Context: an optimization exercise on an open-source flow, tuned for small area, a short achievable clock period and few clock cycles per item. The choices shown serve that exercise and are no tape-out recipe. The RTL was checked by simulation tests, not by an equivalence proof against the original design. Power is estimated from default activity; no workload was simulated.

==> 03-15 <==
Design top_k_score_list, start of the top module:
module top_k_score_list #(
    parameter int LIST_DEPTH = 16
) (
    input  logic        i_clk,
    input  logic        i_rst_n,
    input  logic        i_req_valid,
    output logic        i_req_ready,
    input  logic [1:0]  i_req_cmd,
    input  logic [15:0] i_req_hit_id,
    input  logic [31:0] i_req_hit_score,
    input  logic [3:0]  i_req_read_pos,
    output logic        o_rsp_valid,
    input  logic        o_rsp_ready,
    output logic        o_rsp_placed,
    output logic [3:0]  o_rsp_place_pos,
    output logic        o_rsp_dropped_valid,
    output logic [15:0] o_rsp_dropped_id,
    output logic [31:0] o_rsp_dropped_score,
    output logic        o_rsp_read_valid,
    output logic [15:0] o_rsp_read_id,
    output logic [31:0] o_rsp_read_score,
    output logic [4:0]  o_rsp_fill_count,
    input  logic        psel,
    input  logic        penable,
    input  logic        pwrite,
    input  logic [2:0]  paddr,
    input  logic [31:0] pwdata,
    output logic [31:0] prdata,
    output logic        pready
);
==> flow/config.mk <==
export PLATFORM = sky130hd
export DESIGN_NAME = top_k_score_list
export DESIGN_NICKNAME = top_k_score_list
export VERILOG_FILES = /design/flow/design.v
export SDC_FILE = /design/flow/constraint.sdc
export NUM_CORES = 4
export LEC_CHECK = 0
export ABC_AREA = 1
export CAP_MARGIN = 20
export CORE_MARGIN = 2
export CORE_UTILIZATION = 40
export CTS_CLUSTER_DIAMETER = 80
export CTS_CLUSTER_SIZE = 24
export PLACE_DENSITY = 0.6
export SETUP_SLACK_MARGIN = 2.7
export SLEW_MARGIN = 20
==> flow/constraint.sdc <==
create_clock -name core_clock -period 6.0 [get_ports {i_clk}]
set_input_delay 1.2000 -clock core_clock [delete_from_list [all_inputs] [get_ports {i_clk}]]
set_output_delay 1.2000 -clock core_clock [all_outputs]
set_load 0.01 [all_outputs]
run.sh (not shown) runs the stock make flow with config.mk's settings and CLKGATE_MAP_FILE= SYNTH_SCRIPT=/design/flow/synth_recipe.tcl, a recipe that flattens the netlist after the stock synthesis.
==> 08-28 (differences from 03-15) <==
CORE_UTILIZATION = 55   (was 40)
PLACE_DENSITY = 0.7   (was 0.6)
SETUP_SLACK_MARGIN = 3.5   (was 2.7)
==> results.py <==
metrics = {
    "grt": {
        "grt_usage": 0.371,
    },
    "final_layout": {
        "nFillCells": 9093,
    },
    "outcome": {
        "outcome": "no timing/DRC/antenna violations",
    },
    "pwr": {
        "swShare": 0.260,
    },
    "floorplanning": {
        "taps": 1500,
    },
}
-- figures above: 08-28

==> results.py <==
metrics = {
    "outcome": {
        "outcome": "no timing/DRC/antenna violations",
    },
    "clocking": {
        "cts-htree-levels": 3,
    },
    "pwr": {
        "swShare": 0.263,
    },
    "synthesis": {
        "synth_seq_cells": 1294,
    },
    "final_layout": {
        "nFillCells": 14514,
    },
    "floorplanning": {
        "taps": 2058,
    },
}
-- figures above: 03-15

Testbench counts of 03-15, summed over its fixed seeds: cycles 24,024, items 24,000.
Testbench counts of 08-28, summed over its fixed seeds: cycles 24,024, items 24,000.


==> run R <==
==> flow/design.v <==
package tksl_pkg;
    localparam logic [1:0] CMD_OFFER = 2'd0;
    localparam logic [1:0] CMD_READ  = 2'd1;
    localparam logic [1:0] CMD_CLEAR = 2'd2;
    localparam logic       REG_CAPACITY = 1'b0;
    localparam logic [4:0] CAP_RESET    = 5'd16;
    function automatic logic f_ge(input logic [31:0] a, input logic [31:0] b);
        logic [31:0] g0, p0;
        logic [15:0] g1, p1;
        logic [7:0]  g2, p2;
        logic [3:0]  g3, p3;
        logic [1:0]  g4, p4;
        logic [31:0] x, y;
        x = {~a[31], a[30:0]};
        y = {~b[31], b[30:0]};
        for (int i = 0; i < 32; i++) begin
            g0[i] = x[i] & ~y[i];
            p0[i] = x[i] | ~y[i];
        end
        for (int i = 0; i < 16; i++) begin
            g1[i] = g0[2*i+1] | (p0[2*i+1] & g0[2*i]);
            p1[i] = p0[2*i+1] & p0[2*i];
        end
        for (int i = 0; i < 8; i++) begin
            g2[i] = g1[2*i+1] | (p1[2*i+1] & g1[2*i]);
            p2[i] = p1[2*i+1] & p1[2*i];
        end
        for (int i = 0; i < 4; i++) begin
            g3[i] = g2[2*i+1] | (p2[2*i+1] & g2[2*i]);
            p3[i] = p2[2*i+1] & p2[2*i];
        end
        for (int i = 0; i < 2; i++) begin
            g4[i] = g3[2*i+1] | (p3[2*i+1] & g3[2*i]);
            p4[i] = p3[2*i+1] & p3[2*i];
        end
        f_ge = g4[1] | (p4[1] & (g4[0] | p4[0]));
    endfunction
endpackage
module tksl_cell (
    input  logic        i_clk,
    input  logic        i_we,
    input  logic [15:0] i_wid,
    input  logic [31:0] i_wscore,
    input  logic [31:0] i_cscore,
    output logic [15:0] o_id,
    output logic [31:0] o_score,
    output logic        o_ge
);
    logic [15:0] r_id;
    logic [31:0] r_score;
    assign o_ge    = tksl_pkg::f_ge(r_score, i_cscore);
    assign o_id    = r_id;
    assign o_score = r_score;
    always_ff @(posedge i_clk) begin
        if (i_we) begin
            r_id    <= i_wid;
            r_score <= i_wscore;
        end
    end
endmodule
module top_k_score_list #(
    parameter int LIST_DEPTH = 16
) (
    input  logic        i_clk,
    input  logic        i_rst_n,
    input  logic        i_req_valid,
    output logic        i_req_ready,
    input  logic [1:0]  i_req_cmd,
    input  logic [15:0] i_req_hit_id,
    input  logic [31:0] i_req_hit_score,
    input  logic [3:0]  i_req_read_pos,
    output logic        o_rsp_valid,
    input  logic        o_rsp_ready,
    output logic        o_rsp_placed,
    output logic [3:0]  o_rsp_place_pos,
    output logic        o_rsp_dropped_valid,
    output logic [15:0] o_rsp_dropped_id,
    output logic [31:0] o_rsp_dropped_score,
    output logic        o_rsp_read_valid,
    output logic [15:0] o_rsp_read_id,
    output logic [31:0] o_rsp_read_score,
    output logic [4:0]  o_rsp_fill_count,
    input  logic        psel,
    input  logic        penable,
    input  logic        pwrite,
    input  logic [2:0]  paddr,
    input  logic [31:0] pwdata,
    output logic [31:0] prdata,
    output logic        pready
);
    localparam int D  = 16;
    localparam int RW = 56;    
    localparam int OW = 108;   
    function automatic logic [4:0] f_eff_cap(input logic [4:0] cap);
        logic [4:0] res;
        if (cap == 5'd0) begin
            res = 5'd1;
        end else if (cap > 5'd16) begin
            res = 5'd16;
        end else begin
            res = cap;
        end
        f_eff_cap = res;
    endfunction
    logic [4:0] r_capacity;
    logic [4:0] r_eff_cap;
    logic       r_pready;
    logic [4:0] r_prdata;
    logic       w_cfg_wr;
    assign pready    = r_pready;
    assign prdata    = {27'd0, r_prdata};
    assign w_cfg_wr  = psel && penable && r_pready && pwrite && (paddr[2] == tksl_pkg::REG_CAPACITY);
    always_ff @(posedge i_clk) begin
        if (!i_rst_n) begin
            r_pready <= 1'b0;
        end else begin
            r_pready <= psel && penable && !r_pready;
        end
        r_prdata <= (paddr[2] == tksl_pkg::REG_CAPACITY) ? r_capacity : 5'd0;
    end
    logic        r_skid_v;
    logic        r_ready;
    logic        r_fix;        
    logic        w_adv;
    logic        w_acc;
    logic        r1_v;
    logic [1:0]  r1_cmd;
    logic [15:0] r1_id;
    logic [31:0] r1_score;
    logic [3:0]  r1_pos;
    logic [D-1:0] r1_ge;       
    logic        r1_ge_p1;     
    logic        r1_ge_p2;     
    logic        r2_v;
    logic [15:0] r2_id;
    logic [31:0] r2_score;
    logic [D-1:0] r2_wsel;     
    logic [D-1:0] r2_rsel;     
    logic        r2_placed;
    logic        r2_dropped;
    logic        r2_read;
    logic [4:0]  r2_fill;
    logic [4*D-1:0] r_ptr;     
    logic [D-1:0]   r_sh;      
    logic [D-1:0]   r_in;      
    logic [3:0]     r_rx;      
    logic [D-1:0]   r_in2;     
    logic [4:0]     r_count;
    logic           r_full;    
    logic           r_incf;    
    logic [D-1:0]   r_inr;     
    logic [D-1:0]     w_slot_we;
    logic [16*D-1:0]  w_slot_id;
    logic [32*D-1:0]  w_slot_score;
    logic [D-1:0]     w_slot_ge;
    assign w_adv       = !r_skid_v;
    assign i_req_ready = r_ready;
    assign w_acc       = i_req_valid && r_ready && i_rst_n;
    for (genvar g = 0; g < D; g++) begin : g_slot
        assign w_slot_we[g] = w_adv && r2_wsel[g];
        tksl_cell u_cell (
            .i_clk    (i_clk),
            .i_we     (w_slot_we[g]),
            .i_wid    (r2_id),
            .i_wscore (r2_score),
            .i_cscore (i_req_hit_score),
            .o_id     (w_slot_id[g*16 +: 16]),
            .o_score  (w_slot_score[g*32 +: 32]),
            .o_ge     (w_slot_ge[g])
        );
    end
    logic w_ge_p1;
    logic w_ge_p2;
    assign w_ge_p1 = tksl_pkg::f_ge(r1_score, i_req_hit_score);
    assign w_ge_p2 = tksl_pkg::f_ge(r2_score, i_req_hit_score);
    logic [4*D-1:0] w_ptr;     
    logic [D-1:0] w_in2;       
    logic [D-1:0] w_end;       
    logic [D-1:0] w_geold;     
    logic [D-1:0] w_gep;       
    logic [D-1:0] w_front;     
    logic [D-1:0] w_sh_n;
    logic [D-1:0] w_in_n;
    logic [D-1:0] w_x_dec;
    logic [D-1:0] w_rd_dec;
    logic [D-1:0] w_wsel;
    logic [D-1:0] w_rdsel;
    logic [3:0]   w_x;         
    logic [3:0]   w_rd_slot;
    logic         w_offer;
    logic         w_read;
    logic         w_clear;
    logic         w_x_p1;      
    logic         w_x_p2;      
    logic         w_last_ge;   
    logic         w_placed;
    logic         w_dropped;
    logic         w_rd_valid;
    assign w_offer = r1_v && (r1_cmd == tksl_pkg::CMD_OFFER);
    assign w_read  = r1_v && (r1_cmd == tksl_pkg::CMD_READ);
    assign w_clear = r1_v && (r1_cmd == tksl_pkg::CMD_CLEAR);
    always_comb begin
        for (int k = 0; k < D; k++) begin
            if (k > 0 && r_sh[k]) begin
                w_ptr[4*k +: 4] = r_ptr[4*(k-1) +: 4];
                w_in2[k]        = r_in2[k-1];
            end else if (r_in[k]) begin
                w_ptr[4*k +: 4] = r_rx;
                w_in2[k]        = 1'b0;
            end else begin
                w_ptr[4*k +: 4] = r_ptr[4*k +: 4];
                w_in2[k]        = r_in2[k];
            end
            w_end[k] = r_inr[k] && (k == D-1 || !r_inr[(k+1) % D]);
        end
        w_x = 4'd0;
        for (int k = 0; k < D; k++) begin
            w_x = w_x | (w_end[k] ? w_ptr[4*k +: 4] : 4'd0);
        end
        w_rd_slot = w_ptr[4*r1_pos +: 4];
        for (int i = 0; i < D; i++) begin
            w_x_dec[i]  = w_x == 4'(i);
            w_rd_dec[i] = w_rd_slot == 4'(i);
        end
        for (int k = 0; k < D; k++) begin
            w_geold[k] = r_in2[k] ? r1_ge_p2 : r1_ge[r_ptr[4*k +: 4]];
        end
        for (int k = 0; k < D; k++) begin
            if (k > 0 && r_sh[k]) begin
                w_gep[k] = (5'(k) < r_count) && w_geold[(k+D-1) % D];
            end else if (r_in[k]) begin
                w_gep[k] = (5'(k) < r_count) && r1_ge_p1;
            end else begin
                w_gep[k] = (5'(k) < r_count) && w_geold[k];
            end
        end
        w_front[0] = !w_gep[0];
        w_sh_n[0]  = 1'b0;
        for (int k = 1; k < D; k++) begin
            w_front[k] = w_gep[k-1] && !w_gep[k];
            w_sh_n[k]  = w_offer && r_inr[k] && !w_gep[k-1];
        end
        w_in_n = (w_offer ? r_inr : '0) & w_front;
    end
    assign w_x_p1     = |(r_in & w_end);
    assign w_x_p2     = |(w_in2 & w_end);
    assign w_last_ge  = w_x_p1 ? r1_ge_p1 : (w_x_p2 ? r1_ge_p2 : r1_ge[w_x]);
    assign w_placed   = w_offer && (!r_full || !w_last_ge);
    assign w_dropped  = w_offer && r_full && !w_last_ge;
    assign w_rd_valid = w_read && ({1'b0, r1_pos} < r_count);
    assign w_wsel     = w_placed ? w_x_dec : '0;
    assign w_rdsel    = w_rd_valid ? w_rd_dec : (w_dropped ? w_x_dec : '0);
    logic [4:0]   w_count_n;
    logic         w_full_n;
    logic         w_incf_n;
    logic [D-1:0] w_inr_n;
    always_comb begin
        w_count_n = r_count;
        w_full_n  = r_full;
        w_inr_n   = r_inr;
        if (w_clear) begin
            w_count_n = 5'd0;
            w_full_n  = 1'b0;
            w_inr_n   = 16'd1;
        end else if (w_offer && !r_full) begin
            w_count_n = r_count + 5'd1;
            w_full_n  = r_incf;
            if (!r_incf) begin
                w_inr_n = {r_inr[D-2:0], 1'b1};
            end
        end
        w_incf_n = (w_count_n + 5'd1) >= r_eff_cap;
    end
    logic [47:0]   w_rd_ent;
    logic [3:0]    w_ppos;
    logic [RW-1:0] w_res;
    always_comb begin
        w_rd_ent = '0;
        for (int i = 0; i < D; i++) begin
            w_rd_ent = w_rd_ent | ({48{r2_rsel[i]}} & {w_slot_id[i*16 +: 16], w_slot_score[i*32 +: 32]});
        end
        w_ppos = 4'd0;
        for (int k = 0; k < D; k++) begin
            w_ppos = w_ppos | (r_in[k] ? 4'(k) : 4'd0);
        end
    end
    assign w_res = {r2_placed, r2_dropped, r2_read, r2_fill, w_rd_ent};
    logic          r_out_v;
    logic [OW-1:0] r_out;
    logic [RW-1:0] r_skid;
    logic [3:0]    r_skid_pos;
    logic [RW-1:0] w_res_o;
    logic [3:0]    w_pos_o;
    logic [OW-1:0] w_out_n;
    logic          w_take;
    logic          w_new;
    logic          w_skid_n;
    assign w_take = r_out_v && o_rsp_ready;
    assign w_new  = w_adv && r2_v;
    always_comb begin
        w_skid_n = r_skid_v;
        if (r_skid_v) begin
            if (w_take) begin
                w_skid_n = 1'b0;
            end
        end else if (w_new && r_out_v && !o_rsp_ready) begin
            w_skid_n = 1'b1;
        end
    end
    always_ff @(posedge i_clk) begin
        if (!i_rst_n) begin
            r_out_v  <= 1'b0;
            r_skid_v <= 1'b0;
            r_fix    <= 1'b0;
            r_ready  <= 1'b1;
        end else begin
            r_skid_v <= w_skid_n;
            r_fix    <= w_cfg_wr;
            r_ready  <= !w_skid_n && !w_cfg_wr;
            if (r_skid_v) begin
                r_out_v <= 1'b1;
            end else if (w_new) begin
                r_out_v <= 1'b1;
            end else if (w_take) begin
                r_out_v <= 1'b0;
            end
        end
    end
    assign w_res_o = r_skid_v ? r_skid : w_res;
    assign w_pos_o = r_skid_v ? r_skid_pos : (r2_placed ? w_ppos : 4'd0);
    assign w_out_n = {w_res_o[55], w_pos_o, w_res_o[54:48],
                      w_res_o[54] ? w_res_o[47:0] : 48'd0,
                      w_res_o[53] ? w_res_o[47:0] : 48'd0};
    always_ff @(posedge i_clk) begin
        if (r_skid_v ? o_rsp_ready : (!r_out_v || o_rsp_ready)) begin
            r_out <= w_out_n;
        end
        if (!r_skid_v) begin
            r_skid     <= w_res;
            r_skid_pos <= r2_placed ? w_ppos : 4'd0;
        end
    end
    assign o_rsp_valid         = r_out_v;
    assign o_rsp_placed        = r_out[107];
    assign o_rsp_place_pos     = r_out[106:103];
    assign o_rsp_dropped_valid = r_out[102];
    assign o_rsp_read_valid    = r_out[101];
    assign o_rsp_fill_count    = r_out[100:96];
    assign o_rsp_dropped_id    = r_out[95:80];
    assign o_rsp_dropped_score = r_out[79:48];
    assign o_rsp_read_id       = r_out[47:32];
    assign o_rsp_read_score    = r_out[31:0];
    always_ff @(posedge i_clk) begin
        if (!i_rst_n) begin
            r1_v <= 1'b0;
            r2_v <= 1'b0;
        end else if (w_adv) begin
            r1_v <= w_acc;
            r2_v <= r1_v;
        end
    end
    always_ff @(posedge i_clk) begin
        if (w_adv) begin
            r1_cmd   <= i_req_cmd;
            r1_id    <= i_req_hit_id;
            r1_score <= i_req_hit_score;
            r1_pos   <= i_req_read_pos;
            r1_ge    <= w_slot_ge;
            r1_ge_p1 <= w_ge_p1;
            r1_ge_p2 <= w_ge_p2;
            r2_id      <= r1_id;
            r2_score   <= r1_score;
            r2_wsel    <= w_wsel;
            r2_rsel    <= w_rdsel;
            r2_placed  <= w_placed;
            r2_dropped <= w_dropped;
            r2_read    <= w_rd_valid;
            r2_fill    <= w_count_n;
        end
    end
    always_ff @(posedge i_clk) begin
        if (!i_rst_n) begin
            r_capacity <= tksl_pkg::CAP_RESET;
            r_eff_cap  <= 5'd16;
            r_count    <= 5'd0;
            r_full     <= 1'b0;
            r_incf     <= 1'b0;
            r_inr      <= 16'd1;
            r_sh       <= '0;
            r_in       <= '0;
            r_in2      <= '0;
            r_rx       <= 4'd0;
            for (int k = 0; k < D; k++) begin
                r_ptr[4*k +: 4] <= 4'(k);
            end
        end else if (w_cfg_wr) begin
            r_capacity <= pwdata[4:0];
            r_eff_cap  <= f_eff_cap(pwdata[4:0]);
        end else if (r_fix) begin
            if (r_count >= r_eff_cap) begin
                r_count <= r_eff_cap;
                r_full  <= 1'b1;
                r_incf  <= 1'b1;
                for (int k = 0; k < D; k++) begin
                    r_inr[k] <= 5'(k) < r_eff_cap;
                end
            end else begin
                r_full  <= 1'b0;
                r_incf  <= (r_count + 5'd1) >= r_eff_cap;
                for (int k = 0; k < D; k++) begin
                    r_inr[k] <= 5'(k) <= r_count;
                end
            end
        end else if (w_adv) begin
            r_count <= w_count_n;
            r_full  <= w_full_n;
            r_incf  <= w_incf_n;
            r_inr   <= w_inr_n;
            r_ptr   <= w_ptr;
            r_sh    <= w_sh_n;
            r_in    <= w_in_n;
            r_in2   <= r_in;
            r_rx    <= w_x;
        end
    end
endmodule
==> flow/run.sh <==
#!/bin/bash
# synth_recipe.tcl (not shown) runs the flow's synth.tcl, then flattens the netlist and writes it again
# the make line also repeats each setting of config.mk as NAME=value (left out here)
make -C /OpenROAD-flow-scripts/flow DESIGN_CONFIG=/design/flow/config.mk WORK_HOME=/design/flow/orfs CLKGATE_MAP_FILE= SYNTH_SCRIPT=/design/flow/synth_recipe.tcl finish
==> flow/config.mk <==
export PLATFORM = sky130hd
export DESIGN_NAME = top_k_score_list
export DESIGN_NICKNAME = top_k_score_list
export VERILOG_FILES = /design/flow/design.v
export SDC_FILE = /design/flow/constraint.sdc
export NUM_CORES = 4
export LEC_CHECK = 0
export CAP_MARGIN = 20
export CORE_MARGIN = 2
export CORE_UTILIZATION = 40
export PLACE_DENSITY = 0.6
export SETUP_SLACK_MARGIN = 3.5
export SLEW_MARGIN = 20
==> flow/constraint.sdc <==
create_clock -name core_clock -period 6.0 [get_ports {i_clk}]
set_input_delay 1.2000 -clock core_clock [delete_from_list [all_inputs] [get_ports {i_clk}]]
set_output_delay 1.2000 -clock core_clock [all_outputs]
set_load 0.01 [all_outputs]
==> run A (differences from run R) <==
--- a/flow/design.v
+++ b/flow/design.v
@@ -36,4 +36,36 @@
         f_ge = g4[1] | (p4[1] & (g4[0] | p4[0]));
     endfunction
+    function automatic logic [1:0] f_gp16(input logic [15:0] a, input logic [15:0] b);
+        logic [15:0] g0, p0;
+        logic [7:0]  g1, p1;
+        logic [3:0]  g2, p2;
+        logic [1:0]  g3, p3;
+        for (int i = 0; i < 16; i++) begin
+            g0[i] = a[i] & ~b[i];
+            p0[i] = a[i] | ~b[i];
+        end
+        for (int i = 0; i < 8; i++) begin
+            g1[i] = g0[2*i+1] | (p0[2*i+1] & g0[2*i]);
+            p1[i] = p0[2*i+1] & p0[2*i];
+        end
+        for (int i = 0; i < 4; i++) begin
+            g2[i] = g1[2*i+1] | (p1[2*i+1] & g1[2*i]);
+            p2[i] = p1[2*i+1] & p1[2*i];
+        end
+        for (int i = 0; i < 2; i++) begin
+            g3[i] = g2[2*i+1] | (p2[2*i+1] & g2[2*i]);
+            p3[i] = p2[2*i+1] & p2[2*i];
+        end
+        f_gp16 = {g3[1] | (p3[1] & g3[0]), p3[1] & p3[0]};
+    endfunction
+    function automatic logic [2:0] f_ge_parts(input logic [31:0] a, input logic [31:0] b);
+        logic [1:0] hi, lo;
+        hi = f_gp16({~a[31], a[30:16]}, {~b[31], b[30:16]});
+        lo = f_gp16(a[15:0], b[15:0]);
+        f_ge_parts = {hi, lo[1] | lo[0]};
+    endfunction
+    function automatic logic f_ge_join(input logic [2:0] parts);
+        f_ge_join = parts[2] | (parts[1] & parts[0]);
+    endfunction
 endpackage
 module tksl_cell (
@@ -45,9 +77,9 @@
     output logic [15:0] o_id,
     output logic [31:0] o_score,
-    output logic        o_ge
+    output logic [2:0]  o_ge
 );
     logic [15:0] r_id;
     logic [31:0] r_score;
-    assign o_ge    = tksl_pkg::f_ge(r_score, i_cscore);
+    assign o_ge    = tksl_pkg::f_ge_parts(r_score, i_cscore);
     assign o_id    = r_id;
     assign o_score = r_score;
@@ -122,4 +154,5 @@
     logic        r_ready;
     logic        r_fix;        
+    logic        r_fix2;       
     logic        w_adv;
     logic        w_acc;
@@ -129,7 +162,10 @@
     logic [31:0] r1_score;
     logic [3:0]  r1_pos;
-    logic [D-1:0] r1_ge;       
-    logic        r1_ge_p1;     
-    logic        r1_ge_p2;     
+    logic [3*D-1:0] r1_gep;    
+    logic [2:0]  r1_gep_p1;    
+    logic [2:0]  r1_gep_p2;    
+    logic [D-1:0] r1_ge;
+    logic        r1_ge_p1;
+    logic        r1_ge_p2;
     logic        r2_v;
     logic [15:0] r2_id;
@@ -137,4 +173,5 @@
     logic [D-1:0] r2_wsel;     
     logic [D-1:0] r2_rsel;     
+    logic [D-1:0] r3_wsel;     
     logic        r2_placed;
     logic        r2_dropped;
@@ -150,8 +187,18 @@
     logic           r_incf;    
     logic [D-1:0]   r_inr;     
+    logic [3:0]     r_xa;
+    logic [D-1:0]   r_xadec;   
+    logic [3:0]     r_xb;
+    logic [D-1:0]   r_xbdec;
+    logic           r_xsel;
+    logic [3:0]     w_x;
+    logic [D-1:0]   w_xdec;
+    assign w_x    = r_xsel ? r_xb : r_xa;
+    assign w_xdec = r_xsel ? r_xbdec : r_xadec;
+    logic           r_cap1;    
     logic [D-1:0]     w_slot_we;
     logic [16*D-1:0]  w_slot_id;
     logic [32*D-1:0]  w_slot_score;
-    logic [D-1:0]     w_slot_ge;
+    logic [3*D-1:0]   w_slot_ge;
     assign w_adv       = !r_skid_v;
     assign i_req_ready = r_ready;
@@ -167,11 +214,18 @@
             .o_id     (w_slot_id[g*16 +: 16]),
             .o_score  (w_slot_score[g*32 +: 32]),
-            .o_ge     (w_slot_ge[g])
+            .o_ge     (w_slot_ge[3*g +: 3])
         );
     end
-    logic w_ge_p1;
-    logic w_ge_p2;
-    assign w_ge_p1 = tksl_pkg::f_ge(r1_score, i_req_hit_score);
-    assign w_ge_p2 = tksl_pkg::f_ge(r2_score, i_req_hit_score);
+    logic [2:0] w_ge_p1;
+    logic [2:0] w_ge_p2;
+    assign w_ge_p1 = tksl_pkg::f_ge_parts(r1_score, i_req_hit_score);
+    assign w_ge_p2 = tksl_pkg::f_ge_parts(r2_score, i_req_hit_score);
+    always_comb begin
+        for (int i = 0; i < D; i++) begin
+            r1_ge[i] = tksl_pkg::f_ge_join(r1_gep[3*i +: 3]);
+        end
+        r1_ge_p1 = tksl_pkg::f_ge_join(r1_gep_p1);
+        r1_ge_p2 = tksl_pkg::f_ge_join(r1_gep_p2);
+    end
     logic [4*D-1:0] w_ptr;     
     logic [D-1:0] w_in2;       
@@ -182,15 +236,12 @@
     logic [D-1:0] w_sh_n;
     logic [D-1:0] w_in_n;
-    logic [D-1:0] w_x_dec;
+    logic [D-1:0] w_ge_eff;    
     logic [D-1:0] w_rd_dec;
     logic [D-1:0] w_wsel;
     logic [D-1:0] w_rdsel;
-    logic [3:0]   w_x;         
     logic [3:0]   w_rd_slot;
     logic         w_offer;
     logic         w_read;
     logic         w_clear;
-    logic         w_x_p1;      
-    logic         w_x_p2;      
     logic         w_last_ge;   
     logic         w_placed;
@@ -214,12 +265,8 @@
             w_end[k] = r_inr[k] && (k == D-1 || !r_inr[(k+1) % D]);
         end
-        w_x = 4'd0;
-        for (int k = 0; k < D; k++) begin
-            w_x = w_x | (w_end[k] ? w_ptr[4*k +: 4] : 4'd0);
-        end
         w_rd_slot = w_ptr[4*r1_pos +: 4];
         for (int i = 0; i < D; i++) begin
-            w_x_dec[i]  = w_x == 4'(i);
             w_rd_dec[i] = w_rd_slot == 4'(i);
+            w_ge_eff[i] = r2_wsel[i] ? r1_ge_p1 : (r3_wsel[i] ? r1_ge_p2 : r1_ge[i]);
         end
         for (int k = 0; k < D; k++) begin
@@ -243,33 +290,74 @@
         w_in_n = (w_offer ? r_inr : '0) & w_front;
     end
-    assign w_x_p1     = |(r_in & w_end);
-    assign w_x_p2     = |(w_in2 & w_end);
-    assign w_last_ge  = w_x_p1 ? r1_ge_p1 : (w_x_p2 ? r1_ge_p2 : r1_ge[w_x]);
+    assign w_last_ge  = |(w_xdec & w_ge_eff);
     assign w_placed   = w_offer && (!r_full || !w_last_ge);
     assign w_dropped  = w_offer && r_full && !w_last_ge;
     assign w_rd_valid = w_read && ({1'b0, r1_pos} < r_count);
-    assign w_wsel     = w_placed ? w_x_dec : '0;
-    assign w_rdsel    = w_rd_valid ? w_rd_dec : (w_dropped ? w_x_dec : '0);
+    assign w_wsel     = w_placed ? w_xdec : '0;
+    assign w_rdsel    = w_rd_valid ? w_rd_dec : (w_dropped ? w_xdec : '0);
     logic [4:0]   w_count_n;
     logic         w_full_n;
     logic         w_incf_n;
     logic [D-1:0] w_inr_n;
+    logic [3:0]   w_xa_n;
+    logic [D-1:0] w_xadec_n;
+    logic         w_xsel_n;
+    logic [3:0]   w_x_up;      
+    logic [3:0]   w_x_dn;      
+    logic [3:0]   w_x_0;       
+    logic [3:0]   w_x_e;       
+    logic         w_at_end;    
+    logic         w_grow;
+    assign w_grow   = w_offer && !r_full;
+    logic [D-1:0] w_dec_up;
+    logic [D-1:0] w_dec_dn;
+    logic [D-1:0] w_dec_0;
+    always_comb begin
+        for (int i = 0; i < D; i++) begin
+            w_dec_up[i] = w_x_up == 4'(i);
+            w_dec_dn[i] = w_x_dn == 4'(i);
+            w_dec_0[i]  = w_x_0 == 4'(i);
+        end
+    end
+    assign w_at_end = w_end[0] || |(w_dec_dn & w_ge_eff);
+    always_comb begin
+        w_x_up = 4'd0;
+        w_x_dn = 4'd0;
+        for (int k = 0; k < D; k++) begin
+            w_x_up = w_x_up | ((k > 0 && w_end[(k+D-1) % D]) ? w_ptr[4*k +: 4] : 4'd0);
+            w_x_dn = w_x_dn | ((k < D-1 && w_end[(k+1) % D]) ? w_ptr[4*k +: 4] : 4'd0);
+        end
+        w_x_0 = w_ptr[3:0];
+        w_x_e = 4'd0;
+        for (int k = 0; k < D; k++) begin
+            w_x_e = w_x_e | (w_end[k] ? w_ptr[4*k +: 4] : 4'd0);
+        end
+    end
     always_comb begin
         w_count_n = r_count;
         w_full_n  = r_full;
         w_inr_n   = r_inr;
+        w_incf_n  = r_incf;
+        w_xa_n    = w_x;
+        w_xadec_n = w_xdec;
         if (w_clear) begin
             w_count_n = 5'd0;
             w_full_n  = 1'b0;
             w_inr_n   = 16'd1;
-        end else if (w_offer && !r_full) begin
+            w_incf_n  = r_cap1;
+            w_xa_n    = w_x_0;
+            w_xadec_n = w_dec_0;
+        end else if (w_grow) begin
             w_count_n = r_count + 5'd1;
             w_full_n  = r_incf;
+            w_incf_n  = (r_count + 5'd2) >= r_eff_cap;
             if (!r_incf) begin
-                w_inr_n = {r_inr[D-2:0], 1'b1};
+                w_inr_n   = {r_inr[D-2:0], 1'b1};
+                w_xa_n    = w_x_up;
+                w_xadec_n = w_dec_up;
             end
         end
-        w_incf_n = (w_count_n + 5'd1) >= r_eff_cap;
     end
+    assign w_xsel_n = w_offer && !w_at_end && (r_full ? !w_last_ge : r_incf);
     logic [47:0]   w_rd_ent;
     logic [3:0]    w_ppos;
@@ -313,9 +401,11 @@
             r_skid_v <= 1'b0;
             r_fix    <= 1'b0;
+            r_fix2   <= 1'b0;
             r_ready  <= 1'b1;
         end else begin
             r_skid_v <= w_skid_n;
             r_fix    <= w_cfg_wr;
-            r_ready  <= !w_skid_n && !w_cfg_wr;
+            r_fix2   <= r_fix;
+            r_ready  <= !w_skid_n && !w_cfg_wr && !r_fix;
             if (r_skid_v) begin
                 r_out_v <= 1'b1;
@@ -366,7 +456,7 @@
             r1_score <= i_req_hit_score;
             r1_pos   <= i_req_read_pos;
-            r1_ge    <= w_slot_ge;
-            r1_ge_p1 <= w_ge_p1;
-            r1_ge_p2 <= w_ge_p2;
+            r1_gep    <= w_slot_ge;
+            r1_gep_p1 <= w_ge_p1;
+            r1_gep_p2 <= w_ge_p2;
             r2_id      <= r1_id;
             r2_score   <= r1_score;
@@ -377,4 +467,5 @@
             r2_read    <= w_rd_valid;
             r2_fill    <= w_count_n;
+            r3_wsel    <= r2_wsel;
         end
     end
@@ -383,4 +474,13 @@
             r_capacity <= tksl_pkg::CAP_RESET;
             r_eff_cap  <= 5'd16;
+            r_cap1     <= 1'b0;
+        end else if (w_cfg_wr) begin
+            r_capacity <= pwdata[4:0];
+            r_eff_cap  <= f_eff_cap(pwdata[4:0]);
+            r_cap1     <= f_eff_cap(pwdata[4:0]) == 5'd1;
+        end
+    end
+    always_ff @(posedge i_clk) begin
+        if (!i_rst_n) begin
             r_count    <= 5'd0;
             r_full     <= 1'b0;
@@ -391,10 +491,12 @@
             r_in2      <= '0;
             r_rx       <= 4'd0;
+            r_xa       <= 4'd0;
+            r_xadec    <= 16'd1;
+            r_xb       <= 4'd0;
+            r_xbdec    <= 16'd1;
+            r_xsel     <= 1'b0;
             for (int k = 0; k < D; k++) begin
                 r_ptr[4*k +: 4] <= 4'(k);
             end
-        end else if (w_cfg_wr) begin
-            r_capacity <= pwdata[4:0];
-            r_eff_cap  <= f_eff_cap(pwdata[4:0]);
         end else if (r_fix) begin
             if (r_count >= r_eff_cap) begin
@@ -412,4 +514,10 @@
                 end
             end
+        end else if (r_fix2) begin
+            r_xa    <= w_x_e;
+            r_xsel  <= 1'b0;
+            for (int i = 0; i < D; i++) begin
+                r_xadec[i] <= w_x_e == 4'(i);
+            end
         end else if (w_adv) begin
             r_count <= w_count_n;
@@ -422,4 +530,9 @@
             r_in2   <= r_in;
             r_rx    <= w_x;
+            r_xa    <= w_xa_n;
+            r_xadec <= w_xadec_n;
+            r_xb    <= w_x_dn;
+            r_xbdec <= w_dec_dn;
+            r_xsel  <= w_xsel_n;
         end
     end
Settings changed: ABC_AREA set to 1, CTS_CLUSTER_DIAMETER set to 80, CTS_CLUSTER_SIZE set to 24, SETUP_SLACK_MARGIN 3.5 to 4.0.
==> results.py <==
metrics = {
    "run_status": {
        "status": "finished clean",
    },
    "setup_path": {
        "worstSetupPathType": "reg -> out",
        "worstPathCellList": "buf_2",
        "critPathLaunchType": "register",
    },
    "timing": {
        "tightest_slew_ns": 0.8106,
        "max_freq_mhz": 393.8,
    },
    "layout": {
        "layout.cells.non_filler": 10380,
    },
    "hold_path": {
        "hold_path_depth": 2,
    },
    "place": {
        "place_congestion": 1.042,
    },
    "pwr": {
        "comb_power_share": 0.142,
    },
    "global_route": {
        "grt_pass1_wl_um": 402300,
    },
}
-- figures above: run A

==> results.py <==
metrics = {
    "run_status": {
        "status": "finished clean",
    },
    "layout": {
        "layout.cells.non_filler": 7355,
    },
    "setup_path": {
        "worstPathCellList": "buf_12 -> inv_8 -> maj3_2 -> maj3_2 -> maj3_2 -> maj3_2 -> maj3_2 -> a211oi_4 -> o31ai_4 -> a221oi_4 -> o41ai_1",
        "cp_slowest_cell": "maj3_2",
        "worstSetupPathType": "in -> reg",
    },
    "pwr": {
        "comb_power_share": 0.109,
    },
    "place": {
        "place_congestion": 0.9438,
    },
    "global_route": {
        "grt_pass1_wl_um": 316300,
    },
    "hold_path": {
        "hold_path_depth": 0,
    },
    "timing": {
        "tightest_slew_ns": 1.160,
        "max_freq_mhz": 297.8,
    },
}
-- figures above: run R

Testbench counts of run R, summed over its fixed seeds: cycles 24,024, items 24,000.
Testbench counts of run A, summed over its fixed seeds: cycles 24,024, items 24,000.

## separate check: timing with driven ports
The flow's constraints put no driver on any port. The routed layouts listed below were extracted and timed again, unchanged, in two steps. Step 1 (the two cells are an assumption about what drives the block):
set clk [get_ports {i_clk}]
set_driving_cell -lib_cell sky130_fd_sc_hd__clkbuf_16 $clk
set_driving_cell -lib_cell sky130_fd_sc_hd__buf_2 [delete_from_list [all_inputs] $clk]
Step 2, shift: input delay + t, output delay - t, t = (earliest + latest rising clock arrival at the registers) / 2. This alone moves slack from input paths to output paths. Three values: ideal ports, drivers, drivers and shift; two values: the first two.
run | shift t [ns] | setup WS [ns] | worst register clock-pin slew, ns | pins driven straight from the clock port
03-15 | 0.807 | 2.711 / 2.668 / 1.860 | 0.10 / 0.10 | 1
08-28 | 0.780 | 2.728 / 2.728 / 2.346 | 0.10 / 0.10 | 1
run R | 0.869 | 2.642 / 2.659 / 1.791 | 0.07 / 0.07 | 1
run A | 0.854 | 3.461 / 3.363 / 2.966 | 0.11 / 0.11 | 1
After both steps setup and hold are still met in every run listed.
